From an optimization exercise on the open Yosys and OpenROAD flow, aimed at small area, a short achievable clock period and few clock cycles per item; shortcuts taken in it are not production practice.
The RTL was checked by simulation tests, not by an equivalence proof against the original design.

==> yarrow: inputs <==
// rgb_to_hsl_convert
module rgb_to_hsl_convert (
    input  logic        i_clk,
    input  logic        i_rst_n,
    input  logic        i_valid,
    output logic        o_stall,
    input  logic [7:0]  i_red,
    input  logic [7:0]  i_green,
    input  logic [7:0]  i_blue,
    input  logic [7:0]  i_alpha,
    output logic        o_valid,
    input  logic        i_stall,
    output logic [12:0] o_hue,
    output logic [7:0]  o_saturation,
    output logic [7:0]  o_luminance,
    output logic [7:0]  o_alpha_out
);
export LEC_CHECK = 0
export ABC_AREA = 1
export CAP_MARGIN = 20
export CORE_MARGIN = 2
export CORE_UTILIZATION = 40
export PLACE_DENSITY = 0.5
export SETUP_SLACK_MARGIN = 4.2
export SLEW_MARGIN = 20
create_clock -name core_clock -period 8.0 [get_ports {i_clk}]
run.sh (not shown) runs the stock make flow with config.mk's settings and CLKGATE_MAP_FILE= SYNTH_SCRIPT=/design/flow/synth_recipe.tcl, a recipe that flattens the netlist after the stock synthesis.
==> garnet: changes against yarrow <==
--- a/flow/config.mk
+++ b/flow/config.mk
@@ -5,10 +5,9 @@
 export SDC_FILE = /design/flow/constraint.sdc
 export NUM_CORES = 4
 export LEC_CHECK = 0
-export ABC_AREA = 1
+export ABC_AREA = 0
 export CAP_MARGIN = 20
 export CORE_MARGIN = 2
 export CORE_UTILIZATION = 40
-export PLACE_DENSITY = 0.5
 export SETUP_SLACK_MARGIN = 4.2
 export SLEW_MARGIN = 20
==> notes <==
- Of garnet and yarrow, garnet has the higher worst hold slack (gap 0.0015 ns).
- In garnet the global-route usage is lower than in yarrow, by 0.58 points.
- Of yarrow and garnet, yarrow has the higher first-iteration DRC count (gap 6.5%, measured against garnet).
- Against garnet, the wire length of yarrow is larger by 1.4%.
- Between yarrow and garnet, the lower register-to-register slack is in garnet (gap 0.69 ns).
- Of garnet and yarrow, yarrow has the higher setup slack (gap 0.51 ns).
- In garnet the cell area is higher than in yarrow, by 7.1%.
==> figures <==
Cell type of the slowest stage on the worst timing path: garnet sky130_fd_sc_hd__edfxtp_1; yarrow sky130_fd_sc_hd__dlygate4sd2_1
Run status: garnet no timing/DRC/antenna violations; yarrow no timing/DRC/antenna violations
Number of core rows: garnet 82; yarrow 84
Least-Margin Pin Slew: garnet 1.00 ns; yarrow 0.966 ns
Compound-cell area share of the yosys netlist: garnet 14.3%; yarrow 10.3%
# placed instances: garnet 2621; yarrow 3108
Filler instances: garnet 4251; yarrow 4970
Number of non-clock inverters: garnet 211; yarrow 364
Met2 track demand over resource in global routing: garnet 33.6%; yarrow 34.0%
Overall die height: garnet 230 microns; yarrow 235 microns
Overall Global Routing Usage: garnet 18.2%; yarrow 18.8%
Routed WL: garnet 50300 microns; yarrow 51000 microns
Sequential element share of the synthesized area: garnet 44.2%; yarrow 42.7%
Overall via count from detail_route: garnet 15198; yarrow 16426
Critical Path Source: garnet d__r2[1]$_DFFE_PN_; yarrow i_stall
Testbench counts of yarrow, summed over its fixed seeds: cycles 32,048, pixels 32,000.
Testbench counts of garnet, summed over its fixed seeds: cycles 32,048, pixels 32,000.


==> exp/fjord: inputs <==
rgb_to_hsl_convert again, from the RTL that the note above started with.
## rgb_to_hsl_convert
module rgb_to_hsl_convert (
    input  logic        i_clk,
    input  logic        i_rst_n,
    input  logic        i_valid,
    output logic        o_stall,
    input  logic [7:0]  i_red,
    input  logic [7:0]  i_green,
    input  logic [7:0]  i_blue,
    input  logic [7:0]  i_alpha,
    output logic        o_valid,
    input  logic        i_stall,
    output logic [12:0] o_hue,
    output logic [7:0]  o_saturation,
    output logic [7:0]  o_luminance,
    output logic [7:0]  o_alpha_out
);
clock: 8.0 ns
lec_check: 0
abc_area: 1
cap_margin: 20
core_margin: 2
core_utilization: 40
setup_slack_margin: 4.4
slew_margin: 20
==> exp/zinc (differences from exp/fjord) <==
- SETUP_SLACK_MARGIN: 4.4 -> 4.2
==> comparison <==
Final area: exp/fjord is higher than exp/zinc (about 5.5%). Area after synthesis is the same in exp/fjord and exp/zinc. Sequential share of layout area: exp/fjord is lower than exp/zinc (1.9 points). Flip-flop and latch count is the same in exp/zinc and exp/fjord. exp/zinc completed with no timing, DRC or antenna violations. exp/fjord ran to the end with no violations. Of exp/zinc and exp/fjord, exp/fjord has the higher wire length (gap 3.9%, measured against exp/fjord). Between exp/zinc and exp/fjord, the lower register-to-register slack is in exp/zinc (gap 140 ps).
Testbench counts of exp/fjord, summed over its fixed seeds: cycles 32,048, pixels 32,000.
Testbench counts of exp/zinc, summed over its fixed seeds: cycles 32,048, pixels 32,000.

==> afterwards: timing with drivers on the ports <==
Ports are ideal in the flow. The routed layouts listed here were re-timed in OpenROAD. Step 1 (the two cells are an assumption about what drives the block):
set clk [get_ports {i_clk}]
set_driving_cell -lib_cell sky130_fd_sc_hd__clkbuf_16 $clk
set_driving_cell -lib_cell sky130_fd_sc_hd__buf_2 [delete_from_list [all_inputs] $clk]
Step 2 moves the port delays by t, midway between the first and last clock arrival at a register: inputs arrive t later, outputs are due t later. That takes back most of the time a late clock gives input paths. a / b / c = no drivers / after step 1 / after step 2; a / b = the first two.
run	t (ns)	slack for setup (ns)	latest minus earliest clock arrival (ns)
yarrow	0.592	4.224 / 4.179 / 3.701	0.014 / 0.014
garnet	0.594	3.714 / 3.714 / 3.687	0.013 / 0.014
exp/fjord	0.582	4.424 / 4.375 / 3.906	0.016 / 0.016
exp/zinc	0.574	4.258 / 4.221 / 3.735	0.021 / 0.020
After both steps every run listed still meets setup and hold.
